Background: an optimization exercise with open tools, aiming at small area, a short achievable clock period and few clock cycles per item. Do not read the settings as production practice.
In this exercise RTL edits were held to simulation tests only and were not proved equivalent to the original.

## flow/standard.sh

```bash
#!/bin/bash
# synth_recipe.tcl (not shown) runs the flow's synth.tcl, then flattens the netlist and writes it again
# the make line also repeats each setting of config.mk as NAME=value (left out here)
make -C /OpenROAD-flow-scripts/flow DESIGN_CONFIG=/design/flow/config.mk WORK_HOME=/design/flow/orfs CLKGATE_MAP_FILE= SYNTH_SCRIPT=/design/flow/synth_recipe.tcl "${@:-finish}"
```

## flow/constraint.sdc

```tcl
create_clock -name core_clock -period 11.0 [get_ports {clk}]
set_input_delay 2.2000 -clock core_clock [delete_from_list [all_inputs] [get_ports {clk}]]
set_output_delay 2.2000 -clock core_clock [all_outputs]
set_load 0.01 [all_outputs]
```

## flow/config.mk

```make
export PLATFORM = sky130hd
export DESIGN_NAME = sha256_stream_core
export DESIGN_NICKNAME = sha256_stream_core
export VERILOG_FILES = /design/flow/design.v
export SDC_FILE = /design/flow/constraint.sdc
export NUM_CORES = 4
export LEC_CHECK = 0
export CAP_MARGIN = 20
export CORE_MARGIN = 2
export CORE_UTILIZATION = 40
export SLEW_MARGIN = 20
```

## flow/flow/run.sh

```bash
#!/bin/bash
# Layout flow: the standard ORFS flow (standard.sh, unchanged synthesis)
# with three changes to how the layout is made:
#  - plain buf_1 port buffers instead of delay cells (every port still gets
#    its own buffer; timing repair may upsize them);
#  - clock tree with larger sink clusters and no dummy loads;
#  - a tighter setup margin for ORFS's timing repair steps.
# The make output goes to flow_make.log here; each ORFS step keeps its own
# log under orfs/logs/.
set -euo pipefail
bash standard.sh \
  "BUFFER_PORTS_ARGS=-buffer_cell sky130_fd_sc_hd__buf_1" \
  "CTS_ARGS=-sink_clustering_enable -repair_clock_nets -sink_clustering_size 25 -sink_clustering_max_diameter 80 -dont_use_dummy_load" \
  SETUP_SLACK_MARGIN=7 \
  finish > flow_make.log 2>&1
```

## flow/design.v

```verilog
package sha256_pkg;
  localparam int BLOCK_W = 512;
  localparam int HASH_W  = 256;
  localparam logic [HASH_W-1:0] SHA256_IV =
    256'h6a09e667_bb67ae85_3c6ef372_a54ff53a_510e527f_9b05688c_1f83d9ab_5be0cd19;
  typedef enum logic [1:0] {
    IDLE   = 2'd0,
    RUN    = 2'd1,
    DRAIN  = 2'd2,
    DIGEST = 2'd3
  } ctrl_state_e;
endpackage
module sha256_stream_core (
  input  logic         clk,
  input  logic         rst_n,
  input  logic         blk_valid,
  output logic         blk_ready,
  input  logic [511:0] blk_data,
  input  logic         blk_first,
  input  logic         blk_last,
  output logic         digest_valid,
  input  logic         digest_ready,
  output logic [255:0] digest,
  output logic         error,
  output logic [15:0]  block_count
);
  localparam logic [255:0] IV = sha256_pkg::SHA256_IV;
  function automatic logic [31:0] kconst(input logic [5:0] i);
    case (i)
      6'd0:  kconst = 32'h428a2f98; 6'd1:  kconst = 32'h71374491; 6'd2:  kconst = 32'hb5c0fbcf; 6'd3:  kconst = 32'he9b5dba5;
      6'd4:  kconst = 32'h3956c25b; 6'd5:  kconst = 32'h59f111f1; 6'd6:  kconst = 32'h923f82a4; 6'd7:  kconst = 32'hab1c5ed5;
      6'd8:  kconst = 32'hd807aa98; 6'd9:  kconst = 32'h12835b01; 6'd10: kconst = 32'h243185be; 6'd11: kconst = 32'h550c7dc3;
      6'd12: kconst = 32'h72be5d74; 6'd13: kconst = 32'h80deb1fe; 6'd14: kconst = 32'h9bdc06a7; 6'd15: kconst = 32'hc19bf174;
      6'd16: kconst = 32'he49b69c1; 6'd17: kconst = 32'hefbe4786; 6'd18: kconst = 32'h0fc19dc6; 6'd19: kconst = 32'h240ca1cc;
      6'd20: kconst = 32'h2de92c6f; 6'd21: kconst = 32'h4a7484aa; 6'd22: kconst = 32'h5cb0a9dc; 6'd23: kconst = 32'h76f988da;
      6'd24: kconst = 32'h983e5152; 6'd25: kconst = 32'ha831c66d; 6'd26: kconst = 32'hb00327c8; 6'd27: kconst = 32'hbf597fc7;
      6'd28: kconst = 32'hc6e00bf3; 6'd29: kconst = 32'hd5a79147; 6'd30: kconst = 32'h06ca6351; 6'd31: kconst = 32'h14292967;
      6'd32: kconst = 32'h27b70a85; 6'd33: kconst = 32'h2e1b2138; 6'd34: kconst = 32'h4d2c6dfc; 6'd35: kconst = 32'h53380d13;
      6'd36: kconst = 32'h650a7354; 6'd37: kconst = 32'h766a0abb; 6'd38: kconst = 32'h81c2c92e; 6'd39: kconst = 32'h92722c85;
      6'd40: kconst = 32'ha2bfe8a1; 6'd41: kconst = 32'ha81a664b; 6'd42: kconst = 32'hc24b8b70; 6'd43: kconst = 32'hc76c51a3;
      6'd44: kconst = 32'hd192e819; 6'd45: kconst = 32'hd6990624; 6'd46: kconst = 32'hf40e3585; 6'd47: kconst = 32'h106aa070;
      6'd48: kconst = 32'h19a4c116; 6'd49: kconst = 32'h1e376c08; 6'd50: kconst = 32'h2748774c; 6'd51: kconst = 32'h34b0bcb5;
      6'd52: kconst = 32'h391c0cb3; 6'd53: kconst = 32'h4ed8aa4a; 6'd54: kconst = 32'h5b9cca4f; 6'd55: kconst = 32'h682e6ff3;
      6'd56: kconst = 32'h748f82ee; 6'd57: kconst = 32'h78a5636f; 6'd58: kconst = 32'h84c87814; 6'd59: kconst = 32'h8cc70208;
      6'd60: kconst = 32'h90befffa; 6'd61: kconst = 32'ha4506ceb; 6'd62: kconst = 32'hbef9a3f7; default: kconst = 32'hc67178f2;
    endcase
  endfunction
  function automatic logic [31:0] ivw(input logic [2:0] i);
    ivw = IV[255-32*i -: 32];
  endfunction
  logic        pre3, pre2, pre1;   
  logic        run;                
  logic [5:0]  rnd;
  logic        tail;               
  logic [1:0]  ph;                 
  logic [3:0]  ph1;                
  logic        uiv;                
  logic [5:0]  kn;                 
  logic        inc;                
  logic        pend;               
  logic [1:0]  sc;                 
  logic        dig_pend;           
  logic        chain_ok;           
  logic        nf, nl;             
  logic        cf, cl;             
  logic        cerr;               
  logic        ff_iv;              
  logic [15:0] cnt;
  logic        err;
  logic late, sl, we_e, we_a, fin, busy, accept, c_act, chain_eff, use_iv, run_e;
  logic rdy;                       
  logic [3:0] ph1_d;
  assign ph1_d = pre1 ? 4'b0001 : {ph1[2:0], ph1[3]};
  logic       run_d, tail_d, inc_d, pend_d, dig_d, rdy_d;
  logic [5:0] rnd_d;
  logic [1:0] ph_d, sc_d;
  always_comb begin
    tail_d = run & (rnd == 6'd63);
    run_d  = run;
    rnd_d  = rnd;
    if (pre1) begin
      run_d = 1'b1;
      rnd_d = '0;
    end else if (run) begin
      rnd_d = rnd + 6'd1;
      if (rnd == 6'd63) run_d = 1'b0;
    end
    ph_d   = pre1 ? 2'd0 : ph + 2'd1;
    inc_d  = (run & (rnd == 6'd60)) ? ~dig_pend : inc;
    pend_d = (tail & ~inc) ? 1'b1 : (fin ? 1'b0 : pend);
    sc_d   = sl ? sc + 2'd1 : 2'd0;
    dig_d  = fin ? cl : (dig_pend & ~digest_ready);
    rdy_d  = ~(accept | pre3 | pre2) &
             (run_d  ? ((rnd_d[5:2] == 4'hf) & (ph_d != 2'd0) & inc_d) :
              tail_d ? inc_d :
              pend_d ? (~dig_d & (sc_d == 2'd3)) : 1'b1);
  end
  assign blk_ready = rdy;
  assign late      = run & (rnd[5:2] == 4'hf);                            
  assign sl        = pend & ~dig_pend;
  assign we_e      = (late & ((ph == 2'd0) ? ~dig_pend : inc)) | sl;
  assign we_a      = (late & (ph != 2'd0) & inc) | (tail & inc) | sl;
  assign fin       = (tail & inc) | (sl & (sc == 2'd3));
  assign busy      = pre3 | pre2 | pre1;
  assign accept    = blk_valid & blk_ready;
  assign c_act     = run | tail | pend;
  assign chain_eff = c_act ? ~cl : chain_ok;
  assign use_iv    = nf | ~chain_eff;    
  assign run_e     = pre1 | (run & ~(rnd == 6'd63));
  assign digest_valid = dig_pend;
  assign error        = err;
  assign block_count  = cnt;
  always_ff @(posedge clk or negedge rst_n) begin
    if (!rst_n) begin
      rdy <= 1'b1; pre3 <= 1'b0; pre2 <= 1'b0; pre1 <= 1'b0; run <= 1'b0; rnd <= '0; tail <= 1'b0;
      ph <= '0; ph1 <= 4'b0001; uiv <= 1'b0; kn <= '0; inc <= 1'b0; pend <= 1'b0; sc <= '0; dig_pend <= 1'b0;
      chain_ok <= 1'b0; nf <= 1'b0; nl <= 1'b0; cf <= 1'b0; cl <= 1'b0;
      cerr <= 1'b0; ff_iv <= 1'b0; cnt <= '0; err <= 1'b0;
    end else begin
      pre3 <= accept;
      pre2 <= pre3;
      pre1 <= pre2;
      kn   <= blk_ready ? 6'd1 : kn + 6'd1;
      rdy  <= rdy_d;
      ph   <= ph_d;
      ph1  <= ph1_d;
      if (pre3) uiv <= use_iv;
      tail <= tail_d;
      run  <= run_d;
      rnd  <= rnd_d;
      inc  <= inc_d;
      pend <= pend_d;
      sc   <= sc_d;
      dig_pend <= dig_d;
      if (accept) begin
        nf <= blk_first;
        nl <= blk_last;
      end
      if (pre1) begin
        cf    <= nf;
        cl    <= nl;
        cerr  <= ~nf & ~chain_eff;
        ff_iv <= uiv;
      end
      if (fin) begin
        chain_ok <= ~cl;
        err      <= cf ? 1'b0 : (err | cerr);
        if (cf)             cnt <= 16'd1;
        else if (cnt != '1) cnt <= cnt + 16'd1;
      end
    end
  end
  logic [31:0] a0, a1, a2, a3;       
  logic [31:0] e0, e1, e2, e3;       
  logic [31:0] t1, p, q, kw;         
  logic [31:0] dq;                   
  logic [31:0] kr;                   
  logic [31:0] hw [8];               
  for (genvar i = 0; i < 8; i++) begin : g_dig
    assign digest[255-32*i -: 32] = hw[i];
  end
  function automatic logic [31:0] fa_s(input logic [31:0] x, input logic [31:0] y, input logic [31:0] z);
    fa_s = x ^ y ^ z;
  endfunction
  function automatic logic [31:0] fa_c(input logic [31:0] x, input logic [31:0] y, input logic [31:0] z);
    fa_c = {(x[30:0] & y[30:0]) | (x[30:0] & z[30:0]) | (y[30:0] & z[30:0]), 1'b0};
  endfunction
  logic [31:0] w [15];
  logic [31:0] wx;
  logic        wfirst;             
  logic [31:0] sm0, sm1, w_new, x_new;
  assign sm0   = {w[1][6:0], w[1][31:7]} ^ {w[1][17:0], w[1][31:18]} ^ (w[1] >> 3);
  assign sm1   = {w[13][16:0], w[13][31:17]} ^ {w[13][18:0], w[13][31:19]} ^ (w[13] >> 10);
  assign x_new = fa_s(w[0], w[9], sm0) + fa_c(w[0], w[9], sm0);
  assign w_new = (wfirst ? 32'd0 : sm1) + wx;
  always_ff @(posedge clk) begin
    wfirst <= blk_ready;
    if (blk_ready) begin
      for (int i = 0; i < 15; i++) w[i] <= blk_data[511-32*i -: 32];
      wx <= blk_data[31:0];
    end else begin
      for (int i = 0; i < 14; i++) w[i] <= w[i+1];
      w[14] <= w_new;
      wx    <= x_new;
    end
  end
  logic [31:0] bq_e, bq_a, sum_e, sum_a;
  logic        ffiv_d;
  assign ffiv_d = pre1 ? uiv : ff_iv;
  always_ff @(posedge clk) begin
    bq_e <= '0;
    bq_a <= '0;
    for (int k = 0; k < 4; k++) begin
      if (ph1_d[k]) begin
        bq_e <= ffiv_d ? ivw(3'(7 - k)) : hw[7 - k];
        bq_a <= ffiv_d ? ivw(3'((4 - k) % 4)) : hw[(4 - k) % 4];
      end
    end
  end
  assign sum_e = bq_e + e0;
  assign sum_a = bq_a + a0;
  logic [31:0] init [8];
  for (genvar i = 0; i < 8; i++) begin : g_init
    if (i == 0) begin : g_a
      assign init[i] = uiv ? ivw(i) : ((we_a & ph1[0]) ? sum_a : hw[i]);
    end else if (i == 4) begin : g_e
      assign init[i] = uiv ? ivw(i) : ((we_e & ph1[3]) ? sum_e : hw[i]);
    end else begin : g_o
      assign init[i] = uiv ? ivw(i) : hw[i];
    end
  end
  logic [31:0] bs0, bs1, ch, maj, a_new, e_new, t1_new;
  assign bs1    = {e0[5:0], e0[31:6]} ^ {e0[10:0], e0[31:11]} ^ {e0[24:0], e0[31:25]};
  assign ch     = (e0 & e1) | (~e0 & e2);
  assign bs0    = {a0[1:0], a0[31:2]} ^ {a0[12:0], a0[31:13]} ^ {a0[21:0], a0[31:22]};
  assign maj    = (a0 & (a1 | a2)) | (a1 & a2);
  assign a_new  = fa_s(bs0, maj, t1) + fa_c(bs0, maj, t1);
  assign t1_new = fa_s(bs1, ch, p) + fa_c(bs1, ch, p);
  assign e_new  = fa_s(bs1, ch, q) + fa_c(bs1, ch, q);
  logic [31:0] h7_pre, h3_pre;
  assign h7_pre = use_iv ? ivw(7) : hw[7];
  assign h3_pre = use_iv ? ivw(3) : hw[3];
  always_ff @(posedge clk) begin
    kr <= blk_ready ? kconst(6'd0) : kconst(kn);
    kw <= kr + w[0];
    p  <= e2 + kw;
    q  <= fa_s(e2, kw, dq) + fa_c(e2, kw, dq);
    dq <= pre3 ? h3_pre : (pre2 ? init[2] : (pre1 ? init[1] : a0));
    t1 <= t1_new;
    e0 <= run_e ? e_new : (pre2 ? init[4] : e3);
    e1 <= pre2 ? init[5] : e0;
    e2 <= pre3 ? h7_pre : (pre2 ? init[6] : e1);
    e3 <= e2;
    a0 <= run ? a_new : (pre1 ? init[0] : a3);
    a1 <= pre1 ? init[1] : a0;
    a2 <= pre1 ? init[2] : a1;
    a3 <= a2;
    for (int k = 0; k < 4; k++) begin
      if (we_e & ph1[k]) hw[7 - k]       <= sum_e;
      if (we_a & ph1[k]) hw[(4 - k) % 4] <= sum_a;
    end
  end
endmodule
```

==> run summary, run 1 <==
Synthesis
The most instantiated flip-flop cell in the synthesis netlist is sky130_fd_sc_hd__dfxtp_1. The post-synthesis instance total is 7040. The share of the synthesized area in the top cell type is 0.3188.

The number of flops mapped to enable cells by yosys is 192. Synthesis inferred 1335 register bits. Of all flip-flops after synthesis, the portion carrying an async set or reset was 0.04045. Synthesis instantiated 99 different standard cells from the library.

For this run, the register share of the synthesized area comes to 0.4229. The Yosys step of the flow raised 4 warnings. The number of nets handed over by synthesis was 8050. By area the synthesized netlist is led by sky130_fd_sc_hd__dfxtp_1 32%, sky130_fd_sc_hd__edfxtp_1 8.4%, sky130_fd_sc_hd__mux2_2 7.4%. The average instance in the mapped netlist occupies 9.714 um2. The area of the mapped netlist is 0.06838 mm2.

The top cell type by total area after synthesis is sky130_fd_sc_hd__dfxtp_1.

Clocking
CTS saw 1335 sinks. After clock tree synthesis, the flow added hold-fix buffers numbering 0. The maximum count of clock buffers along a single path is 3. The H-tree was split into 3 levels. TritonCTS built the clock tree. The root cell of the clock tree is sky130_fd_sc_hd__clkbuf_16. For the worst-skew pair, the clock arrives at the later sink with an insertion delay of 780 ps.

TritonCTS created 88 clock buffers. Clock-pin slew was measured on the worst setup and hold paths at 90 ps.

Global routing
After global routing the overflow that remains totals 0. The maximum number of pins on one net before global-route repair is 211. For this run, the total global-route usage over all layers was measured as 0.3088. The initial antenna violation count came to 37. The number of global-route vias before repair was 54.69k. The first global-routing pass estimated 391300 um of wire.

Timing
The worst setup skew after layout is 109.0 ps. The final critical delay including setup and external delays is 3880 ps. In this run the tightest slew margin relative to its limit is 0.1513. Adding up every negative setup slack in the final design gives 0 ps. The number of max-slew violations in the final report is 0. Setup violations remaining at the end of the flow were counted as 0. The count of final hold-check violations came to 0.

Dividing the final minimum period by the clock period gives 0.3527. The achievable frequency is 257.8 MHz. For the pin with the worst max-slew slack, the measured transition is 1266 ps. Setup repair after global routing could not meet its margin everywhere.

Routing
The violation count after the first detailed-route iteration is 5927. Dividing the detail-routed wire length by the instance count gives 28.18 um. In the routed layout, each cell is associated on average with a via count of 5.724. The number of vias in the routed layout is 56.48k. In the routed design, unresolved DRC markers number 0. For this block, the routed nets add up to 278100 um of wire. The first TritonRoute pass finished after 6 iterations. The remaining antenna violation count after routing is 0.

Worst setup path
The longest individual stage delay on the worst path is 800 ps. The worst setup path is of the flop to flop kind. The endpoint arrival time on the critical path is 4450 ps. The startpoint of the worst register-to-register path is e0[5]$_DFF_P_. The largest fanout on the critical path is 5. For the worst setup path, the data required time is 11570 ps. The worst setup path is launched from a flop.

The kind of cell with the highest combined delay along the critical path is compound AO/OA/AOI/OAI gates. The most prevalent standard cell on the critical path is sky130_fd_sc_hd__a21oi_1. STA classifies the critical path endpoint as a flop. The worst path buffer plus inverter count is 1.

Traced cell by cell, the critical path runs through buf_4 > ha_1 > o21ai_1 > nor3_1 > a21oi_1 > a311oi_1 > a21o_1 > a2111oi_1 > o31ai_1 > a221oi_1 > a21oi_1. For this design, the slowest cell found on the critical path is sky130_fd_sc_hd__a2111oi_1. The critical path starts at e0[5]$_DFF_P_.

Status
The run finished with no timing, DRC or antenna violations.

Hold path
The launch instance of the worst min-delay path is a2[7]$_DFF_P_. The path class of the tightest hold or removal check is flop to flop.

Placed design
Detailed placement finished with a half-perimeter wire length of 221900 um. The instance area at placement is 0.07334 mm2. Routability-driven placement finished with a final weighted congestion of 0.9858. Buffers placed on the I/O ports in this run total 792.

Die
The initial utilization of the core area, before any placement, comes to 0.4031. The die span in x is 417.5 um. The vertical die dimension is 417.5 um. For this design the top-level I/O count stands at 793. The die area is 0.1743 mm2. The floorplan has 151 rows. The total area inside the core boundary comes to 0.1697 mm2.

Cells and area
Counting the fill cells in the layout gives 16.51k. The finished cells cover 0.07662 mm2. The area growth from synthesis to final layout is 12.04%. The share of layout cells above drive strength 1 is 0.1206.

The final-stage net count is 8651.

Job
The tool flagged a number of max-cap violations equal to 0.
-- state kept, by name, indices dropped and copies added, names as in the netlist, 4 cells and up --
signal / count
kn: 6
bq_e: 32
e3: 32
q: 32
hw: 256
e0: 32
cnt: 16
ph1: 4
a0: 32
rnd: 6
bq_a: 32
t1: 32
p: 32
kr: 32
a3: 32
w: 480
a1: 32
e2: 32
e1: 32
kw: 32
a2: 32
dq: 32
wx: 32
-- cells in the mapped netlist (26+ instances only) --
library cell	instances
sky130_fd_sc_hd__nand2_1	511
sky130_fd_sc_hd__xnor2_1	305
sky130_fd_sc_hd__a31oi_1	56
sky130_fd_sc_hd__fa_1	165
sky130_fd_sc_hd__nor2b_1	62
sky130_fd_sc_hd__edfxtp_1	192
sky130_fd_sc_hd__nand4_1	38
sky130_fd_sc_hd__o211ai_1	45
sky130_fd_sc_hd__and3_1	60
sky130_fd_sc_hd__clkbuf_1	317
sky130_fd_sc_hd__mux2_2	450
sky130_fd_sc_hd__mux2i_1	36
sky130_fd_sc_hd__a31o_2	35
sky130_fd_sc_hd__a311oi_1	31
sky130_fd_sc_hd__a21oi_1	445
sky130_fd_sc_hd__dfxtp_1	1089
sky130_fd_sc_hd__nor3_1	87
sky130_fd_sc_hd__o21bai_1	42
sky130_fd_sc_hd__nand3_1	109
sky130_fd_sc_hd__ha_1	327
sky130_fd_sc_hd__o21ai_1	30
sky130_fd_sc_hd__o22ai_1	48
sky130_fd_sc_hd__inv_1	505
sky130_fd_sc_hd__and2_1	51
sky130_fd_sc_hd__nor2_1	424
sky130_fd_sc_hd__xor2_1	207
sky130_fd_sc_hd__or3_1	46
sky130_fd_sc_hd__o21a_1	46
sky130_fd_sc_hd__buf_1	38
sky130_fd_sc_hd__a221oi_1	33
sky130_fd_sc_hd__dfrtp_1	52
sky130_fd_sc_hd__o21ai_0	494
sky130_fd_sc_hd__a21o_1	143
sky130_fd_sc_hd__o221ai_1	26
sky130_fd_sc_hd__a211oi_1	77
sky130_fd_sc_hd__nand2b_1	50
-- kinds of logic after synthesis --
logic type / Yosys count / share of synthesized area
XOR/XNOR: 512 / 0.06558
adder cells (fa/ha/maj): 502 / 0.1096
AND/OR/NAND/NOR: 1504 / 0.1010
buffers and inverters: 879 / 0.04849
flip-flops: 1335 / 0.4229
multiplexers: 489 / 0.08036
AO/OA/AOI/OAI: 1819 / 0.1720
-- routing by layer --
metal | routed length [um] | vias up | global-route usage
met5 | 201 | - | 0
met4 | 14640 | 30 | 0.1388
met3 | 22640 | 519 | 0.05787
met2 | 129600 | 2790 | 0.5130
met1 | 111000 | 27330 | 0.3891
li1 | - | 25810 | -
-- path summary, 6_finish.rpt --
| check | end | slack, ps | cells past startpoint |
|---|---|---|---|
| worst max-delay path | e0[25]$_DFF_P_ | 7120 | 11 |
| worst min-delay path | a3[7]$_DFF_P_ | 350 | 0 |
| worst max register to register | e0[25]$_DFF_P_ | 7120 | 11 |
| worst min register to register | a3[7]$_DFF_P_ | 350 | 0 |
| max in group asynchronous | kn[2]$_DFF_PN0_ | 8490 | 1 |
| min in group asynchronous | ff_iv$_DFF_PN0_ | 1560 | 1 |
-- cells in the final DEF, fill, tap and decap left out, types with 143 or more instances in the layout --
cell	n
sky130_fd_sc_hd__a21o_1	143
sky130_fd_sc_hd__a21oi_1	434
sky130_fd_sc_hd__buf_1	790
sky130_fd_sc_hd__dfxtp_1	1010
sky130_fd_sc_hd__edfxtp_1	192
sky130_fd_sc_hd__fa_1	162
sky130_fd_sc_hd__ha_1	321
sky130_fd_sc_hd__inv_1	504
sky130_fd_sc_hd__mux2_2	450
sky130_fd_sc_hd__nand2_1	507
sky130_fd_sc_hd__nor2_1	418
sky130_fd_sc_hd__o21ai_0	481
sky130_fd_sc_hd__xnor2_1	284
sky130_fd_sc_hd__xor2_1	191
-- metrics by stage --
step / util / hold WS, ps / setup WS, ps / instances
after floorplan: - / 333.0 / 7213 / 7040
after global placement: 0.4323 / 342.0 / 6438 / 9746
after detailed placement: 0.4323 / 348.3 / 6421 / 9746
after CTS: 0.4486 / 353.8 / 7001 / 9845
after global routing: 0.4515 / 361.0 / 6885 / 9862
final: 0.4516 / 351.6 / 7120 / 9866
-- repair_timing --
item	in CTS	in global routing
endpoints found under the setup margin	321	332
gates resized for setup	132	107
pin swaps	27	31
setup buffers	11	12
gates cloned	0	0
-- final cells by class --
cell class | instances | area (um2) | area share
Timing Repair Buffer | 879 | 3670 | 0.04790
Antenna cell | 9 | 22.52 | 0.0002939
Inverter | 511 | 1918 | 0.02503
Multi-Input combinational cell | 4826 | 36930 | 0.4820
Sequential cell | 1335 | 29100 | 0.3798
Clock buffer | 88 | 2202 | 0.02874
Tap cell | 2218 | 2775 | 0.03622
Testbench counts, summed over its fixed seeds: cycles 124,840, blocks 1,920.
==> run 2, diff against run 1 <==
--- a/flow/design.v
+++ b/flow/design.v
@@ -49,5 +49,5 @@
     ivw = IV[255-32*i -: 32];
   endfunction
-  logic        pre3, pre2, pre1;   
+  logic        pre2, pre1;         
   logic        run;                
   logic [5:0]  rnd;
@@ -91,8 +91,8 @@
     sc_d   = sl ? sc + 2'd1 : 2'd0;
     dig_d  = fin ? cl : (dig_pend & ~digest_ready);
-    rdy_d  = ~(accept | pre3 | pre2) &
-             (run_d  ? ((rnd_d[5:2] == 4'hf) & (ph_d != 2'd0) & inc_d) :
+    rdy_d  = ~(accept | pre2) &
+             (run_d  ? ((rnd_d[5:1] == 5'h1f) & inc_d) :
               tail_d ? inc_d :
-              pend_d ? (~dig_d & (sc_d == 2'd3)) : 1'b1);
+              ~pend_d);
   end
   assign blk_ready = rdy;
@@ -102,9 +102,9 @@
   assign we_a      = (late & (ph != 2'd0) & inc) | (tail & inc) | sl;
   assign fin       = (tail & inc) | (sl & (sc == 2'd3));
-  assign busy      = pre3 | pre2 | pre1;
+  assign busy      = pre2 | pre1;
   assign accept    = blk_valid & blk_ready;
   assign c_act     = run | tail | pend;
   assign chain_eff = c_act ? ~cl : chain_ok;
-  assign use_iv    = nf | ~chain_eff;    
+  assign use_iv    = blk_first | ~chain_eff;    
   assign run_e     = pre1 | (run & ~(rnd == 6'd63));
   assign digest_valid = dig_pend;
@@ -113,11 +113,10 @@
   always_ff @(posedge clk or negedge rst_n) begin
     if (!rst_n) begin
-      rdy <= 1'b1; pre3 <= 1'b0; pre2 <= 1'b0; pre1 <= 1'b0; run <= 1'b0; rnd <= '0; tail <= 1'b0;
+      rdy <= 1'b1; pre2 <= 1'b0; pre1 <= 1'b0; run <= 1'b0; rnd <= '0; tail <= 1'b0;
       ph <= '0; ph1 <= 4'b0001; uiv <= 1'b0; kn <= '0; inc <= 1'b0; pend <= 1'b0; sc <= '0; dig_pend <= 1'b0;
       chain_ok <= 1'b0; nf <= 1'b0; nl <= 1'b0; cf <= 1'b0; cl <= 1'b0;
       cerr <= 1'b0; ff_iv <= 1'b0; cnt <= '0; err <= 1'b0;
     end else begin
-      pre3 <= accept;
-      pre2 <= pre3;
+      pre2 <= accept;
       pre1 <= pre2;
       kn   <= blk_ready ? 6'd1 : kn + 6'd1;
@@ -125,5 +124,4 @@
       ph   <= ph_d;
       ph1  <= ph1_d;
-      if (pre3) uiv <= use_iv;
       tail <= tail_d;
       run  <= run_d;
@@ -134,4 +132,5 @@
       dig_pend <= dig_d;
       if (accept) begin
+        uiv <= use_iv;
         nf <= blk_first;
         nl <= blk_last;
@@ -153,5 +152,5 @@
   logic [31:0] a0, a1, a2, a3;       
   logic [31:0] e0, e1, e2, e3;       
-  logic [31:0] t1, p, q, kw;         
+  logic [31:0] t1, p, q;             
   logic [31:0] dq;                   
   logic [31:0] kr;                   
@@ -218,17 +217,18 @@
   assign t1_new = fa_s(bs1, ch, p) + fa_c(bs1, ch, p);
   assign e_new  = fa_s(bs1, ch, q) + fa_c(bs1, ch, q);
-  logic [31:0] h7_pre, h3_pre;
+  logic [31:0] h7_pre, h3_pre, ps, pc;
+  assign ps = fa_s(e2, kr, w[0]);
+  assign pc = fa_c(e2, kr, w[0]);
   assign h7_pre = use_iv ? ivw(7) : hw[7];
   assign h3_pre = use_iv ? ivw(3) : hw[3];
   always_ff @(posedge clk) begin
     kr <= blk_ready ? kconst(6'd0) : kconst(kn);
-    kw <= kr + w[0];
-    p  <= e2 + kw;
-    q  <= fa_s(e2, kw, dq) + fa_c(e2, kw, dq);
-    dq <= pre3 ? h3_pre : (pre2 ? init[2] : (pre1 ? init[1] : a0));
+    p  <= ps + pc;
+    q  <= fa_s(ps, pc, dq) + fa_c(ps, pc, dq);
+    dq <= blk_ready ? h3_pre : (pre2 ? init[2] : (pre1 ? init[1] : a0));
     t1 <= t1_new;
     e0 <= run_e ? e_new : (pre2 ? init[4] : e3);
     e1 <= pre2 ? init[5] : e0;
-    e2 <= pre3 ? h7_pre : (pre2 ? init[6] : e1);
+    e2 <= blk_ready ? h7_pre : (pre2 ? init[6] : e1);
     e3 <= e2;
     a0 <= run ? a_new : (pre1 ? init[0] : a3);
--- a/flow/flow/run.sh
+++ b/flow/flow/run.sh
@@ -12,4 +12,4 @@
   "BUFFER_PORTS_ARGS=-buffer_cell sky130_fd_sc_hd__buf_1" \
   "CTS_ARGS=-sink_clustering_enable -repair_clock_nets -sink_clustering_size 25 -sink_clustering_max_diameter 80 -dont_use_dummy_load" \
-  SETUP_SLACK_MARGIN=7 \
+  SETUP_SLACK_MARGIN=7.3 \
   finish > flow_make.log 2>&1
--- a/flow/config.mk
+++ b/flow/config.mk
@@ -8,4 +8,5 @@
 export CAP_MARGIN = 20
 export CORE_MARGIN = 2
-export CORE_UTILIZATION = 40
+export CORE_UTILIZATION = 55
+export PLACE_DENSITY = 0.7
 export SLEW_MARGIN = 20
==> run 2 against run 1 <==
Worst setup slack worse by 99 ps. Hold slack better by 11 ps. Largest cell class unchanged. Utilization grew 19 points. Wire length decreased by 5.0%. Global-route usage rose by 9.8 points. Highest routed layer unchanged. Non-clock buffer count increased by 151. First-iteration DRC count is 15% higher. Critical path type unchanged. Clock skew fell by 23 ps. Final area is 0.25% lower. Cell count shrank 7.3%.
==> run summary, run 2 <==
Status
Outcome: no timing/DRC/antenna violations (unchanged).

Cells and area
The commonest non-fill, non-tap cell in the layout is sky130_fd_sc_hd__dfxtp_1 (unchanged). The count of placed standard cells in the final layout, fillers left out is 9147 (was 9866). Top library cells by usage in the layout, fill and taps aside: 944 x sky130_fd_sc_hd__dfxtp_1, 787 x sky130_fd_sc_hd__buf_1, 501 x sky130_fd_sc_hd__nand2_1 (was 1010 x sky130_fd_sc_hd__dfxtp_1, 790 x sky130_fd_sc_hd__buf_1, 507 x sky130_fd_sc_hd__nand2_1).

The final-stage net count is 8522 (was 8651). The share of layout cells above drive strength 1 is 0.1724 (was 0.1206). The top register by number of flip-flops is w (unchanged). Top Registers: w x480, hw x256 (unchanged). The flip-flop count of the largest register, all copies and words added is 480 (unchanged). The area growth from synthesis to final layout came to 15.03% (was 12.04%).

Clocking
The number of hold buffers added after cts came to 0 (unchanged). The number of CTS-inserted buffers is 72 (was 88). The maximum count of clock buffers along a single path is 3 (unchanged). The source-to-sink clock delay at the later pin of the worst-skew pair is 720 ps (was 780 ps).

The clock edge transition at the registers on the reported setup and hold paths came to 100 ps (was 90 ps). The clock tree from TritonCTS is done (unchanged). The number of clock sinks is 1302 (was 1335).

The root cell of the clock tree is sky130_fd_sc_hd__clkbuf_16 (unchanged). The number of H-tree levels is 3 (unchanged).

Timing
The actual transition at the worst max-transition pin is 1130 ps (was 1266 ps). The portion of the clock cycle consumed by the worst path in the final layout came to 0.3617 (was 0.3527). The count of final hold-check violations is 0 (unchanged). The final total negative setup slack is 0 ps (unchanged). The worst setup skew after layout came to 85.87 ps (was 109.0 ps). The final critical delay including setup and external delays is 3979 ps (was 3880 ps).

The total setup violations reported at the end of the flow is 0 (unchanged). The headroom to the max-slew limit is 0.2451 (was 0.1513). The achievable frequency came to 251.3 MHz (was 257.8 MHz). The number of max-slew violations in the final report is 0 (unchanged). Unrepaired setup endpoints after global routing: yes (unchanged).

Global routing
The total congestion overflow after global routing is 0 (unchanged). The wire length of the first global-routing pass is 364000 um (was 391300 um). The initial antenna violation count is 41 (was 37). The maximum number of pins on one net before global-route repair is 198 (was 211). The number of global-route vias before repair is 52.49k (was 54.69k). The total routing resource utilization after global routing was 0.4070 (was 0.3088).

Worst setup path
The critical path startpoint is e0[29]$_DFF_P_ (was e0[5]$_DFF_P_). The largest fanout on the critical path is 6 (was 5). The element type at the critical path start is a flop (unchanged). The data required time at the worst endpoint came to 11620 ps (was 11570 ps). The category of the most critical setup path was flop to flop (unchanged).

The endpoint arrival time on the critical path came to 4600 ps (was 4450 ps). The startpoint of the worst register-to-register path was e0[29]$_DFF_P_ (was e0[5]$_DFF_P_). The endpoint type of the worst setup path is a flop (unchanged).

Job
The number of max-cap violations is 0 (unchanged).

Synthesis
The most instantiated flip-flop cell in the synthesis netlist was sky130_fd_sc_hd__dfxtp_1 (unchanged). The share of the synthesized area in the top cell type is 0.3185 (was 0.3188). Most area-consuming cells after synthesis: sky130_fd_sc_hd__dfxtp_1 32%, sky130_fd_sc_hd__edfxtp_1 8.7%, sky130_fd_sc_hd__mux2_2 7.8% (was sky130_fd_sc_hd__dfxtp_1 32%, sky130_fd_sc_hd__edfxtp_1 8.4%, sky130_fd_sc_hd__mux2_2 7.4%). The warning count from the yosys run is 4 (unchanged). The number of nets produced by synthesis is 7787 (was 8050).

The async set or reset register ratio after synthesis is 0.04071 (was 0.04045). The mean instance size in the synthesized netlist was 9.800 um2 (was 9.714 um2). Synth top cells by count: 1057 x sky130_fd_sc_hd__dfxtp_1, 508 x sky130_fd_sc_hd__nand2_1, 459 x sky130_fd_sc_hd__mux2_2 (was 1089 x sky130_fd_sc_hd__dfxtp_1, 511 x sky130_fd_sc_hd__nand2_1, 505 x sky130_fd_sc_hd__inv_1). The most repeated cell in the gate-level netlist after synthesis is sky130_fd_sc_hd__dfxtp_1 (unchanged). The register bit count reported by yosys is 1302 (was 1335). The top cell type by total area after synthesis is sky130_fd_sc_hd__dfxtp_1 (unchanged). The area of the mapped netlist is 0.06644 mm2 (was 0.06838 mm2). The number of flops mapped to enable cells by yosys was 192 (unchanged). The count of different cell masters after synthesis is 87 (was 99).

The sequential area share after synthesis was 0.4253 (was 0.4229). The post-synthesis instance total was 6779 (was 7040).

Routing
The total wirelength of the detailed-routed design is 264000 um (was 278100 um). The average via count per standard cell was 6.176 (was 5.724). The detailed-router iteration count before antenna repair is 9 (was 6). The remaining antenna violation count after routing is 0 (unchanged). The violation count after the first detailed-route iteration is 6823 (was 5927).

The mean routed wirelength per cell is 28.87 um (was 28.18 um). The total DRC errors in the routed layout was 0 (unchanged). The number of vias in the routed layout was 56.50k (was 56.48k).

Hold path
The launch instance of the worst min-delay path is a2[0]$_DFF_P_ (was a2[7]$_DFF_P_). The class of the worst hold path is flop to flop (unchanged).

Die
The die span in x is 351.6 um (was 417.5 um). The vertical die dimension was 351.6 um (was 417.5 um). The initial core utilization is 0.5545 (was 0.4031). The count of pins on the block boundary came to 793 (unchanged). The number of core rows is 127 (was 151). The core area came to 0.1198 mm2 (was 0.1697 mm2). The die area is 0.1236 mm2 (was 0.1743 mm2).

Placed design
The number of cells in the design after placement is 8881 (was 9746). The HPWL reported at the end of detailed placement came to 202900 um (was 221900 um). The routability congestion estimate from global placement is 1.030 (was 0.9858). The number of buffers added on ports is 792 (unchanged).

run 2: cell count changes in the layout (fill, tap and decap cells not counted), sizes merged, moves of 32 or more:
cell,delta
o21ai,-74
buf,+150
a21oi,-41
inv,-50
dfxtp,-32
run 2: cell families (layout without fill, tap and decap cells):
kind of cell	count (synthesis)	after routing	synth area share
xor+xnor	516	516	0.06803
flops	1302	1302	0.4253
buf+inv	836	1569	0.04727
simple gates	1459	1459	0.09904
other cells	0	23	0
fa+ha+maj	500	500	0.1157
compound gates	1657	1657	0.1586
mux	509	509	0.08609
run 2: area by class of cell:
class	instances	area, um2
clock buffer	72	1802
timing repair buffer	1030	4885
antenna	23	57.56
tap	1612	2017
inverter	467	1759
sequential	1302	28560
fill	10040	43390
multi-input combinational	4641	37350
run 2: per-stage QoR:
step	util	setup slack [ps]	cell area (um2)	hold slack (ps)
final	0.6379	7021	76420	362.4
after floorplan	-	7225	66640	330.8
after global routing	0.6376	6939	76390	371.7
after CTS	0.6234	7114	74690	355.8
after global placement	0.5904	6636	70740	341.1
after detailed placement	0.5904	6604	70740	346.1
run 2: routing by layer:
metal	track usage	vias to the layer above	share of wire
met4	0.1969	26	0.055
met5	0	-	0.00065
li1	-	24960	-
met3	0.09662	737	0.10
met2	0.6238	3161	0.45
met1	0.5409	27610	0.40
run 2: final timing paths:
path                       slack, ps  depth (start not counted)                   to
setup / recovery                7020                         15       t1[24]$_DFF_P_
hold / removal                   360                          0        a3[0]$_DFF_P_
setup reg to reg                7020                         15       t1[24]$_DFF_P_
hold reg to reg                  360                          0        a3[0]$_DFF_P_
max in group asynchronous       8600                          2       pre2$_DFF_PN0_
min in group asynchronous       1690                          2  cnt[11]$_DFFE_PN0P_
run 2: what timing repair did:
item,4_1_cts,5_1_grt
pin swaps,111,151
setup endpoints to repair,374,182
buffers inserted,93,78
resized for setup,360,236
endpoints found under the hold margin,0,0
run 2: critical path, stage by stage (launching register included):
cell and delay [ps]:
sky130_fd_sc_hd__dfxtp_4 410, sky130_fd_sc_hd__xnor2_2 190, sky130_fd_sc_hd__xnor2_2 290, sky130_fd_sc_hd__fa_1 510, sky130_fd_sc_hd__ha_4 310, sky130_fd_sc_hd__o21ai_0 110
sky130_fd_sc_hd__o21ai_1 210, sky130_fd_sc_hd__or4b_4 520, sky130_fd_sc_hd__o211ai_4 140, sky130_fd_sc_hd__a221oi_2 100, sky130_fd_sc_hd__a211o_1 390, sky130_fd_sc_hd__buf_6 150
sky130_fd_sc_hd__buf_6 110, sky130_fd_sc_hd__o21bai_1 160, sky130_fd_sc_hd__a21oi_2 80, sky130_fd_sc_hd__xnor2_1 200
Testbench counts of run 2, summed over its fixed seeds: cycles 124,832, blocks 1,920.
==> run 3, diff against run 2 <==
--- a/flow/design.v
+++ b/flow/design.v
@@ -214,7 +214,14 @@
   assign bs0    = {a0[1:0], a0[31:2]} ^ {a0[12:0], a0[31:13]} ^ {a0[21:0], a0[31:22]};
   assign maj    = (a0 & (a1 | a2)) | (a1 & a2);
-  assign a_new  = fa_s(bs0, maj, t1) + fa_c(bs0, maj, t1);
-  assign t1_new = fa_s(bs1, ch, p) + fa_c(bs1, ch, p);
-  assign e_new  = fa_s(bs1, ch, q) + fa_c(bs1, ch, q);
+  logic [31:0] er6, er11, er25, ar2, ar13, ar22;
+  assign er6  = {e0[5:0], e0[31:6]};
+  assign er11 = {e0[10:0], e0[31:11]};
+  assign er25 = {e0[24:0], e0[31:25]};
+  assign ar2  = {a0[1:0], a0[31:2]};
+  assign ar13 = {a0[12:0], a0[31:13]};
+  assign ar22 = {a0[21:0], a0[31:22]};
+  assign a_new  = (((ar2 ^ maj) ^ (ar13 ^ t1)) ^ ar22) + fa_c(bs0, maj, t1);
+  assign t1_new = (((er6 ^ ch) ^ (er11 ^ p)) ^ er25) + fa_c(bs1, ch, p);
+  assign e_new  = (((er6 ^ ch) ^ (er11 ^ q)) ^ er25) + fa_c(bs1, ch, q);
   logic [31:0] h7_pre, h3_pre, ps, pc;
   assign ps = fa_s(e2, kr, w[0]);
--- a/flow/flow/run.sh
+++ b/flow/flow/run.sh
@@ -12,4 +12,4 @@
   "BUFFER_PORTS_ARGS=-buffer_cell sky130_fd_sc_hd__buf_1" \
   "CTS_ARGS=-sink_clustering_enable -repair_clock_nets -sink_clustering_size 25 -sink_clustering_max_diameter 80 -dont_use_dummy_load" \
-  SETUP_SLACK_MARGIN=7.3 \
+  SETUP_SLACK_MARGIN=7.2 \
   finish > flow_make.log 2>&1
==> run 3 against run 2 <==
Still clean. Cell count fell by 0.80%. Via count grew 0.44%. Synthesized area grew 0.32%. Final area down 2.5%. Non-clock buffer count decreased by 98. Critical path type unchanged.
==> run summary, run 3 <==
Worst setup path
The largest fanout on the critical path is 3 (was 6). The data required time at the worst endpoint is 11580 ps (was 11620 ps). The endpoint arrival time on the critical path is 4670 ps (was 4600 ps). The endpoint type of the worst setup path is a flop (unchanged). The category of the most critical setup path is flop to flop (unchanged). The element type at the critical path start is a flop (unchanged).

Global routing
The total congestion overflow after global routing came to 0 (unchanged). The total routing resource utilization after global routing was 0.4089 (was 0.4070). The initial antenna violation count was 33 (was 41). The wire length of the first global-routing pass is 372200 um (was 364000 um). The maximum number of pins on one net before global-route repair was 92 (was 198).

The number of global-route vias before repair is 53.58k (was 52.49k).

Die
The die span in x is 352.1 um (was 351.6 um). The number of core rows came to 127 (unchanged). The count of pins on the block boundary was 793 (unchanged). The die area is 0.1240 mm2 (was 0.1236 mm2). The core area is 0.1201 mm2 (was 0.1198 mm2). The initial core utilization was 0.5548 (was 0.5545).

The vertical die dimension is 352.1 um (was 351.6 um).

Timing
The count of final hold-check violations is 0 (unchanged). The achievable frequency is 244.0 MHz (was 251.3 MHz). The actual transition at the worst max-transition pin is 1172 ps (was 1130 ps). The final critical delay including setup and external delays is 4099 ps (was 3979 ps). The total setup violations reported at the end of the flow came to 0 (unchanged). Unrepaired setup endpoints after global routing: yes (unchanged). The number of max-slew violations in the final report is 0 (unchanged). The worst setup skew after layout came to 86.79 ps (was 85.87 ps).

The headroom to the max-slew limit is 0.2101 (was 0.2451). The final total negative setup slack was 0 ps (unchanged). The portion of the clock cycle consumed by the worst path in the final layout is 0.3726 (was 0.3617).

Routing
The violation count after the first detailed-route iteration is 7467 (was 6823). The number of vias in the routed layout came to 56.74k (was 56.50k). The mean routed wirelength per cell is 29.21 um (was 28.87 um). The total DRC errors in the routed layout was 0 (unchanged).

The remaining antenna violation count after routing is 0 (unchanged). The detailed-router iteration count before antenna repair was 8 (was 9). The total wirelength of the detailed-routed design is 265100 um (was 264000 um). The average via count per standard cell is 6.253 (was 6.176).

Clocking
The root cell of the clock tree is sky130_fd_sc_hd__clkbuf_16 (unchanged). The clock edge transition at the registers on the reported setup and hold paths is 100 ps (about the same). The clock tree from TritonCTS is done (unchanged). The source-to-sink clock delay at the later pin of the worst-skew pair is 700 ps (was 720 ps). The number of CTS-inserted buffers is 72 (unchanged). The number of H-tree levels is 3 (unchanged). The maximum count of clock buffers along a single path is 3 (unchanged). The number of clock sinks is 1302 (unchanged). The number of hold buffers added after cts is 0 (unchanged).

Placed design
The number of buffers added on ports is 792 (unchanged). The routability congestion estimate from global placement came to 1.062 (was 1.030). The HPWL reported at the end of detailed placement is 208600 um (was 202900 um).

Synthesis
Most area-consuming cells after synthesis: sky130_fd_sc_hd__dfxtp_1 32%, sky130_fd_sc_hd__edfxtp_1 8.7%, sky130_fd_sc_hd__mux2_2 7.8% (unchanged). The register bit count reported by yosys is 1302 (unchanged). The warning count from the yosys run is 4 (unchanged). The xor/xnor cell area share of the yosys netlist is 0.07924 (was 0.06803). The area share of and/or/nand/nor cells after synthesis is 0.1094 (was 0.09904). The number of nets produced by synthesis is 7744 (was 7787). The share of the synthesized area in the top cell type is 0.3175 (was 0.3185).

The sequential area share after synthesis is 0.4239 (was 0.4253). The mean instance size in the synthesized netlist came to 9.766 um2 (was 9.800 um2). The synthesized-area fraction occupied by ao, oa, aoi and oai cells is 0.1678 (was 0.1586).

The area of the mapped netlist is 0.06665 mm2 (was 0.06644 mm2). The top cell type by total area after synthesis is sky130_fd_sc_hd__dfxtp_1 (unchanged). The async set or reset register ratio after synthesis is 0.04071 (unchanged).

The multiplexer fraction of the synthesized cell area is 0.08797 (was 0.08609). The count of different cell masters after synthesis came to 101 (was 87). The most repeated cell in the gate-level netlist after synthesis is sky130_fd_sc_hd__dfxtp_1 (unchanged). The number of flops mapped to enable cells by yosys came to 192 (unchanged).

The post-synthesis instance total is 6825 (was 6779). The main combinational cell family by area after synthesis is compound AO/OA/AOI/OAI gates (unchanged). Synth top cells by count: 1057 x sky130_fd_sc_hd__dfxtp_1, 560 x sky130_fd_sc_hd__nand2_1, 464 x sky130_fd_sc_hd__nor2_1 (was 1057 x sky130_fd_sc_hd__dfxtp_1, 508 x sky130_fd_sc_hd__nand2_1, 459 x sky130_fd_sc_hd__mux2_2). The adder and majority cell fraction of the synthesized area came to 0.09491 (was 0.1157). The most instantiated flip-flop cell in the synthesis netlist is sky130_fd_sc_hd__dfxtp_1 (unchanged).

Cells and area
The share of layout cells above drive strength 1 is 0.1401 (was 0.1724). The commonest non-fill, non-tap cell in the layout is sky130_fd_sc_hd__dfxtp_1 (unchanged). The final-stage net count is 8374 (was 8522). The fill cell total of the finished layout came to 10.34k (was 10.04k).

The flip-flop count of the largest register, all copies and words added is 480 (unchanged). The area growth from synthesis to final layout is 11.82% (was 15.03%). Top library cells by usage in the layout, fill and taps aside: 956 x sky130_fd_sc_hd__dfxtp_1, 790 x sky130_fd_sc_hd__buf_1, 555 x sky130_fd_sc_hd__nand2_1 (was 944 x sky130_fd_sc_hd__dfxtp_1, 787 x sky130_fd_sc_hd__buf_1, 501 x sky130_fd_sc_hd__nand2_1).

Top Registers: w x480, hw x256 (unchanged). The fraction of the core area covered by cells at the end of the flow is 0.6204 (was 0.6379). The top register by number of flip-flops is w (unchanged).

Job
The number of max-cap violations is 0 (unchanged).

Hold path
The class of the worst hold path is flop to flop (unchanged).

Status
Outcome: no timing/DRC/antenna violations (unchanged).
-- run 3: cell types whose count changed after synthesis, sizes merged, moves of 29 or more --
cell,change
maj3,+45
nand2,+51
fa,-93
xnor2,+106
buf,+29
o21ai,-64
inv,-194
-- run 3: worst paths after layout --
kind	from	end	slack (ps)	cells after the start
worst min-delay path	a2[28]$_DFF_P_	a3[28]$_DFF_P_	340	0
min in group asynchronous	rst_n	kn[1]$_DFF_PN0_	1650	2
max in group asynchronous	rst_n	pre2$_DFF_PN0_	8710	2
worst min register to register	a2[28]$_DFF_P_	a3[28]$_DFF_P_	340	0
worst max-delay path	kr[2]$_SDFF_PP0_	q[29]$_DFF_P_	6900	12
worst max register to register	kr[2]$_SDFF_PP0_	q[29]$_DFF_P_	6900	12
-- run 3: final cells by class --
class                           instances  area [um2]  share of cell area
Multi-Input combinational cell       4879       37060              0.4972
Antenna cell                            9       22.52           0.0003022
Inverter                              268        1010             0.01355
Sequential cell                      1302       28470              0.3821
Tap cell                             1612        2017             0.02706
Clock buffer                           72        1802             0.02417
Timing Repair Buffer                  932        4148             0.05565
-- run 3: kinds of logic (layout without fill, tap and decap cells) --
kind of cell | after synthesis | count (layout)
AOI/OAI and AO/OA | 1705 | 1705
xor gates and xnor gates | 603 | 603
adders and majority gates | 456 | 456
buffers and inverters | 644 | 1272
DFF | 1302 | 1302
muxes | 524 | 524
other | 0 | 9
and+or+nand+nor | 1591 | 1591
-- run 3: critical path, stage by stage (launching register included) --
cell and delay [ps]:
sky130_fd_sc_hd__dfxtp_4 420, sky130_fd_sc_hd__fa_1 500, sky130_fd_sc_hd__fa_1 630, sky130_fd_sc_hd__ha_4 240, sky130_fd_sc_hd__nor2b_2 160, sky130_fd_sc_hd__o31a_1 320
sky130_fd_sc_hd__o41ai_4 360, sky130_fd_sc_hd__o31ai_2 130, sky130_fd_sc_hd__o31a_1 340, sky130_fd_sc_hd__a41oi_2 310, sky130_fd_sc_hd__o221ai_4 160, sky130_fd_sc_hd__o41ai_2 270
sky130_fd_sc_hd__xnor2_1 160
-- run 3: what timing repair did --
item	in CTS	in global routing
setup buffers	31	41
cloned	0	0
pin swaps	34	75
resized for setup	162	183
setup endpoints to repair	200	182
-- run 3: through the flow --
step / cells / worst slack, ps / cell area, um2 / hold slack, ps
floorplan: 6825 / 7237 / 66650 / 333.0
global placement: 8920 / 6473 / 70780 / 341.7
detailed placement: 8920 / 6400 / 70780 / 345.2
CTS: 9023 / 6998 / 73360 / 336.3
global route: 9069 / 6759 / 74520 / 345.4
finish: 9074 / 6901 / 74530 / 340.3
-- run 3: per-layer routing --
metal	part of all wire	up-vias	wire length, um	GRT usage
met5	0.00029	-	76	0
met2	0.45	3235	119200	0.6474
met1	0.40	27400	105200	0.5400
li1	-	25340	-	-
met4	0.060	12	15850	0.1965
met3	0.093	760	24740	0.07565
Testbench counts of run 3, summed over its fixed seeds: cycles 124,832, blocks 1,920.
==> run 4, diff against run 3 <==
--- a/flow/design.v
+++ b/flow/design.v
@@ -49,5 +49,5 @@
     ivw = IV[255-32*i -: 32];
   endfunction
-  logic        pre2, pre1;         
+  logic        pre3, pre2, pre1;   
   logic        run;                
   logic [5:0]  rnd;
@@ -70,7 +70,8 @@
   logic late, sl, we_e, we_a, fin, busy, accept, c_act, chain_eff, use_iv, run_e;
   logic rdy;                       
+  logic ldw;                       
   logic [3:0] ph1_d;
   assign ph1_d = pre1 ? 4'b0001 : {ph1[2:0], ph1[3]};
-  logic       run_d, tail_d, inc_d, pend_d, dig_d, rdy_d;
+  logic       run_d, tail_d, inc_d, pend_d, dig_d, rdy_d, ldw_d;
   logic [5:0] rnd_d;
   logic [1:0] ph_d, sc_d;
@@ -91,8 +92,9 @@
     sc_d   = sl ? sc + 2'd1 : 2'd0;
     dig_d  = fin ? cl : (dig_pend & ~digest_ready);
-    rdy_d  = ~(accept | pre2) &
-             (run_d  ? ((rnd_d[5:1] == 5'h1f) & inc_d) :
+    ldw_d  = ~(accept | pre3 | pre2) & ~(run_d & ~((rnd_d[5:2] == 4'hf) & (ph_d != 2'd0)));
+    rdy_d  = ~(accept | pre3 | pre2) &
+             (run_d  ? ((rnd_d[5:2] == 4'hf) & (ph_d != 2'd0) & inc_d) :
               tail_d ? inc_d :
-              ~pend_d);
+              pend_d ? (~dig_d & (sc_d == 2'd3)) : 1'b1);
   end
   assign blk_ready = rdy;
@@ -102,9 +104,9 @@
   assign we_a      = (late & (ph != 2'd0) & inc) | (tail & inc) | sl;
   assign fin       = (tail & inc) | (sl & (sc == 2'd3));
-  assign busy      = pre2 | pre1;
+  assign busy      = pre3 | pre2 | pre1;
   assign accept    = blk_valid & blk_ready;
   assign c_act     = run | tail | pend;
   assign chain_eff = c_act ? ~cl : chain_ok;
-  assign use_iv    = blk_first | ~chain_eff;    
+  assign use_iv    = nf | ~chain_eff;    
   assign run_e     = pre1 | (run & ~(rnd == 6'd63));
   assign digest_valid = dig_pend;
@@ -113,15 +115,18 @@
   always_ff @(posedge clk or negedge rst_n) begin
     if (!rst_n) begin
-      rdy <= 1'b1; pre2 <= 1'b0; pre1 <= 1'b0; run <= 1'b0; rnd <= '0; tail <= 1'b0;
+      rdy <= 1'b1; ldw <= 1'b1; pre3 <= 1'b0; pre2 <= 1'b0; pre1 <= 1'b0; run <= 1'b0; rnd <= '0; tail <= 1'b0;
       ph <= '0; ph1 <= 4'b0001; uiv <= 1'b0; kn <= '0; inc <= 1'b0; pend <= 1'b0; sc <= '0; dig_pend <= 1'b0;
       chain_ok <= 1'b0; nf <= 1'b0; nl <= 1'b0; cf <= 1'b0; cl <= 1'b0;
       cerr <= 1'b0; ff_iv <= 1'b0; cnt <= '0; err <= 1'b0;
     end else begin
-      pre2 <= accept;
+      pre3 <= accept;
+      pre2 <= pre3;
       pre1 <= pre2;
-      kn   <= blk_ready ? 6'd1 : kn + 6'd1;
+      kn   <= ldw ? 6'd1 : kn + 6'd1;
+      ldw  <= ldw_d;
       rdy  <= rdy_d;
       ph   <= ph_d;
       ph1  <= ph1_d;
+      if (pre3) uiv <= use_iv;
       tail <= tail_d;
       run  <= run_d;
@@ -132,5 +137,4 @@
       dig_pend <= dig_d;
       if (accept) begin
-        uiv <= use_iv;
         nf <= blk_first;
         nl <= blk_last;
@@ -152,5 +156,5 @@
   logic [31:0] a0, a1, a2, a3;       
   logic [31:0] e0, e1, e2, e3;       
-  logic [31:0] t1, p, q;             
+  logic [31:0] t1, p, q, kw;         
   logic [31:0] dq;                   
   logic [31:0] kr;                   
@@ -171,9 +175,10 @@
   assign sm0   = {w[1][6:0], w[1][31:7]} ^ {w[1][17:0], w[1][31:18]} ^ (w[1] >> 3);
   assign sm1   = {w[13][16:0], w[13][31:17]} ^ {w[13][18:0], w[13][31:19]} ^ (w[13] >> 10);
-  assign x_new = fa_s(w[0], w[9], sm0) + fa_c(w[0], w[9], sm0);
+  assign x_new = (((w[0] ^ {w[1][6:0], w[1][31:7]}) ^ (w[9] ^ {w[1][17:0], w[1][31:18]})) ^ (w[1] >> 3))
+                 + fa_c(w[0], w[9], sm0);
   assign w_new = (wfirst ? 32'd0 : sm1) + wx;
   always_ff @(posedge clk) begin
-    wfirst <= blk_ready;
-    if (blk_ready) begin
+    wfirst <= ldw;
+    if (ldw) begin
       for (int i = 0; i < 15; i++) w[i] <= blk_data[511-32*i -: 32];
       wx <= blk_data[31:0];
@@ -224,18 +229,17 @@
   assign t1_new = (((er6 ^ ch) ^ (er11 ^ p)) ^ er25) + fa_c(bs1, ch, p);
   assign e_new  = (((er6 ^ ch) ^ (er11 ^ q)) ^ er25) + fa_c(bs1, ch, q);
-  logic [31:0] h7_pre, h3_pre, ps, pc;
-  assign ps = fa_s(e2, kr, w[0]);
-  assign pc = fa_c(e2, kr, w[0]);
+  logic [31:0] h7_pre, h3_pre;
   assign h7_pre = use_iv ? ivw(7) : hw[7];
   assign h3_pre = use_iv ? ivw(3) : hw[3];
   always_ff @(posedge clk) begin
-    kr <= blk_ready ? kconst(6'd0) : kconst(kn);
-    p  <= ps + pc;
-    q  <= fa_s(ps, pc, dq) + fa_c(ps, pc, dq);
-    dq <= blk_ready ? h3_pre : (pre2 ? init[2] : (pre1 ? init[1] : a0));
+    kr <= ldw ? kconst(6'd0) : kconst(kn);
+    kw <= kr + w[0];
+    p  <= e2 + kw;
+    q  <= fa_s(e2, kw, dq) + fa_c(e2, kw, dq);
+    dq <= pre3 ? h3_pre : (pre2 ? init[2] : (pre1 ? init[1] : a0));
     t1 <= t1_new;
     e0 <= run_e ? e_new : (pre2 ? init[4] : e3);
     e1 <= pre2 ? init[5] : e0;
-    e2 <= blk_ready ? h7_pre : (pre2 ? init[6] : e1);
+    e2 <= pre3 ? h7_pre : (pre2 ? init[6] : e1);
     e3 <= e2;
     a0 <= run ? a_new : (pre1 ? init[0] : a3);
--- a/flow/flow/run.sh
+++ b/flow/flow/run.sh
@@ -12,4 +12,4 @@
   "BUFFER_PORTS_ARGS=-buffer_cell sky130_fd_sc_hd__buf_1" \
   "CTS_ARGS=-sink_clustering_enable -repair_clock_nets -sink_clustering_size 25 -sink_clustering_max_diameter 80 -dont_use_dummy_load" \
-  SETUP_SLACK_MARGIN=7.2 \
+  SETUP_SLACK_MARGIN=7.3 \
   finish > flow_make.log 2>&1
==> run 4 against run 3 <==
The layout now fails its checks (max-capacitance violations, max-slew violations). First-iteration DRC count decreased by 3.3%. Cell count is 0.98% higher. Critical path depth fell by 7. Global-route usage rose by 0.086 points. Wire length increased by 0.59%. Critical path type unchanged. Highest routed layer unchanged.
==> run summary, run 4 <==
Timing
The count of final hold-check violations was 0 (unchanged). Unrepaired setup endpoints after global routing: yes (unchanged). The actual transition at the worst max-transition pin came to 1597 ps (was 1172 ps). The number of max-slew violations in the final report is 12 (was 0). The final critical delay including setup and external delays is 3959 ps (was 4099 ps). The final total negative setup slack is 0 ps (unchanged). The headroom to the max-slew limit is -0.06612 (was 0.2101).

The total setup violations reported at the end of the flow was 0 (unchanged). The portion of the clock cycle consumed by the worst path in the final layout is 0.3599 (was 0.3726). The worst setup skew after layout is 64.81 ps (was 86.79 ps).

The achievable frequency came to 252.6 MHz (was 244.0 MHz).

Placed design
The instance area at placement was 0.07120 mm2 (was 0.07078 mm2). The number of buffers added on ports is 792 (unchanged). The HPWL reported at the end of detailed placement was 205900 um (was 208600 um). The routability congestion estimate from global placement is 1.065 (was 1.062).

Status
The run did not pass the layout checks because of max-capacitance violations, max-slew violations. Outcome: complete, but fails checks (was no timing/DRC/antenna violations).

Global routing
The maximum number of pins on one net before global-route repair is 177 (was 92). The total congestion overflow after global routing came to 0 (unchanged). The total routing resource utilization after global routing is 0.4098 (was 0.4089). The initial antenna violation count is 20 (was 33). The number of global-route vias before repair is 54.45k (was 53.58k). The wire length of the first global-routing pass is 374900 um (was 372200 um).

Worst setup path
The highest-delay cell along the critical path is sky130_fd_sc_hd__nor2_2 (was sky130_fd_sc_hd__fa_1). The worst path buffer plus inverter count came to 2 (was 0). The element type at the critical path start is a flop (unchanged). The end of the worst register-to-register path is e2[19]$_DFF_P_ (was q[29]$_DFF_P_). The startpoint of the worst register-to-register path was uiv$_DFFE_PN0P_ (was kr[2]$_SDFF_PP0_). The category of the most critical setup path is flop to flop (unchanged).

The gate family responsible for the most delay along the worst path is simple AND/OR/NAND/NOR gates (was compound AO/OA/AOI/OAI gates). The data required time at the worst endpoint was 11610 ps (was 11580 ps). The slack of the worst reg-to-reg path came to 7040 ps (was 6900 ps). The endpoint type of the worst setup path is a flop (unchanged). The number of cells on the critical path is 5 (was 12). Critical Path, Cell by Cell: inv_2 > nand2_1 > nor2_2 > a222oi_1 > inv_1 (was fa_1 > fa_1 > ha_4 > nor2b_2 > o31a_1 > o41ai_4 > o31ai_2 > o31a_1 > a41oi_2 > o221ai_4 > o41ai_2 > xnor2_1).

The endpoint arrival time on the critical path is 4570 ps (was 4670 ps). The worst-case reg-to-reg path depth is 5 (was 12). The longest individual stage delay on the worst path is 1540 ps (was 630 ps).

The largest fanout on the critical path came to 28 (was 3).

Synthesis
The register bit count reported by yosys is 1336 (was 1302). The area of the mapped netlist is 0.06693 mm2 (was 0.06665 mm2). The async set or reset register ratio after synthesis is 0.04117 (was 0.04071). The top cell type by total area after synthesis is sky130_fd_sc_hd__dfxtp_1 (unchanged). The sequential area share after synthesis was 0.4325 (was 0.4239). The number of nets produced by synthesis is 7770 (was 7744). The most repeated cell in the gate-level netlist after synthesis was sky130_fd_sc_hd__dfxtp_1 (unchanged).

The number of flops mapped to enable cells by yosys is 192 (unchanged). Synth top cells by count: 1089 x sky130_fd_sc_hd__dfxtp_1, 619 x sky130_fd_sc_hd__nand2_1, 522 x sky130_fd_sc_hd__nor2_1 (was 1057 x sky130_fd_sc_hd__dfxtp_1, 560 x sky130_fd_sc_hd__nand2_1, 464 x sky130_fd_sc_hd__nor2_1). The count of different cell masters after synthesis is 93 (was 101). The warning count from the yosys run is 4 (unchanged).

The post-synthesis instance total is 6884 (was 6825). The mean instance size in the synthesized netlist is 9.723 um2 (was 9.766 um2). The most instantiated flip-flop cell in the synthesis netlist was sky130_fd_sc_hd__dfxtp_1 (unchanged).

The share of the synthesized area in the top cell type is 0.3257 (was 0.3175). Most area-consuming cells after synthesis: sky130_fd_sc_hd__dfxtp_1 33%, sky130_fd_sc_hd__edfxtp_1 8.6%, sky130_fd_sc_hd__mux2_2 8.1% (was sky130_fd_sc_hd__dfxtp_1 32%, sky130_fd_sc_hd__edfxtp_1 8.7%, sky130_fd_sc_hd__mux2_2 7.8%).

Routing
The average via count per standard cell is 6.283 (was 6.253). The mean routed wirelength per cell is 29.10 um (was 29.21 um). The number of vias in the routed layout was 57.57k (was 56.74k). The detailed-router iteration count before antenna repair was 8 (unchanged).

The total DRC errors in the routed layout was 0 (unchanged). The remaining antenna violation count after routing is 0 (unchanged). The total wirelength of the detailed-routed design is 266700 um (was 265100 um). The violation count after the first detailed-route iteration is 7223 (was 7467).

Clocking
The clock tree from TritonCTS was done (unchanged). The number of hold buffers added after cts is 0 (unchanged). The number of H-tree levels is 3 (unchanged).

The number of clock sinks was 1336 (was 1302). The maximum count of clock buffers along a single path is 3 (unchanged). The root cell of the clock tree is sky130_fd_sc_hd__clkbuf_16 (unchanged). The number of CTS-inserted buffers is 72 (unchanged). The clock edge transition at the registers on the reported setup and hold paths is 90 ps (was 100 ps).

The source-to-sink clock delay at the later pin of the worst-skew pair is 700 ps (about the same).

Cells and area
The share of layout cells above drive strength 1 is 0.1460 (was 0.1401). The top register by number of flip-flops is w (unchanged). The area growth from synthesis to final layout is 12.35% (was 11.82%). Top library cells by usage in the layout, fill and taps aside: 992 x sky130_fd_sc_hd__dfxtp_1, 782 x sky130_fd_sc_hd__buf_1, 611 x sky130_fd_sc_hd__nand2_1 (was 956 x sky130_fd_sc_hd__dfxtp_1, 790 x sky130_fd_sc_hd__buf_1, 555 x sky130_fd_sc_hd__nand2_1). The commonest non-fill, non-tap cell in the layout is sky130_fd_sc_hd__dfxtp_1 (unchanged).

The final-stage net count is 8423 (was 8374). The flip-flop count of the largest register, all copies and words added is 480 (unchanged). The final instance area came to 0.07520 mm2 (was 0.07453 mm2). Top Registers: w x480, hw x256 (unchanged).

Hold path
The instance count along the most critical hold path is 0 (unchanged). The class of the worst hold path is flop to flop (unchanged). The worst hold path endpoint is a3[30]$_DFF_P_ (was a3[28]$_DFF_P_). The launch instance of the worst min-delay path is a2[30]$_DFF_P_ (was a2[28]$_DFF_P_).

Die
The vertical die dimension is 352.8 um (was 352.1 um). The die area is 0.1245 mm2 (was 0.1240 mm2). The core area is 0.1203 mm2 (was 0.1201 mm2).

The count of pins on the block boundary is 793 (unchanged). The initial core utilization is 0.5564 (was 0.5548). The number of core rows is 127 (unchanged). The die span in x is 352.8 um (was 352.1 um).

Job
The number of max-cap violations is 1 (was 0).
## run 4: worst max path at each step
stage                                from        endpoint  slack, ps
after floorplan            e0[26]$_DFF_P_  e0[31]$_DFF_P_       7310
after global placement     e0[12]$_DFF_P_  e0[31]$_DFF_P_       6450
after detailed placement   e0[12]$_DFF_P_  e0[31]$_DFF_P_       6520
after CTS                  e0[14]$_DFF_P_  e0[31]$_DFF_P_       7240
after global routing       e0[15]$_DFF_P_  e0[29]$_DFF_P_       7110
final                     uiv$_DFFE_PN0P_  e2[19]$_DFF_P_       7040
## run 4: area by class of cell
cell class / count / area, um2
clock buffers: 72 / 1802
flip-flops and latches: 1336 / 29180
diodes: 16 / 40.04
inverters: 171 / 646.9
multi-input cells: 5025 / 37430
repair buffers: 931 / 4078
well taps: 1612 / 2017
fillers: 10260 / 45090
## run 4: per-layer routing
layer	global-route usage	part of all wire
met2	0.6514	0.45
met4	0.2786	0.086
met3	0.08796	0.10
met1	0.4993	0.37
met5	0	0.00026
## run 4: timing repair
action | in CTS | in global routing
buffers inserted | 24 | 49
endpoints found under the setup margin | 89 | 95
cloned | 0 | 1
pin swaps | 37 | 82
gates resized for setup | 173 | 232
## run 4: per-stage QoR
step,setup slack [ps],std cells,hold WS [ps],utilization
after floorplan,7312,6884,333.0,-
after global placement,6447,9001,336.6,0.5918
after detailed placement,6517,9001,343.1,0.5919
after CTS,7237,9097,321.1,0.6136
after global routing,7108,9154,321.8,0.6250
final,7041,9163,317.6,0.6251
## run 4: kinds of logic after synthesis
logic type,share of synthesized area
flops,0.4325
simple gates,0.1074
xor+xnor,0.09474
compound gates,0.1663
mux,0.08719
buf+inv,0.02950
fa+ha+maj,0.08237
Testbench counts of run 4, summed over its fixed seeds: cycles 124,840, blocks 1,920.

[what the ideal ports hide]
Ports are ideal in the flow. The routed layouts listed here were re-timed in OpenROAD. Step 1 sets driving cells, clkbuf_16 on the clock port and buf_2 on the other inputs (assumed; they add their load-dependent delay and slew). Step 2 adds t to the input delays and takes it off the output delays; t is the mean of the earliest and latest rising clock arrival at the registers after step 1. Input paths then give back, and output paths get back, about the clock's delay inside the block. a / b / c = no drivers / after step 1 / after step 2; a / b = the first two.
run | shift t [ns] | setup slack, ns | latest minus earliest clock arrival (ns)
run 1 | 0.797 | 7.120 / 7.057 / 7.120 | 0.144 / 0.144
run 2 | 0.756 | 7.021 / 7.021 / 6.871 | 0.087 / 0.087
run 3 | 0.740 | 6.901 / 6.901 / 6.891 | 0.094 / 0.094
run 4 | 0.756 | 7.041 / 7.041 / 7.041 | 0.065 / 0.065
For run 2, which loses most, drivers alone change the setup slack by 0.000 ns; drivers and shift together by -0.150 ns.
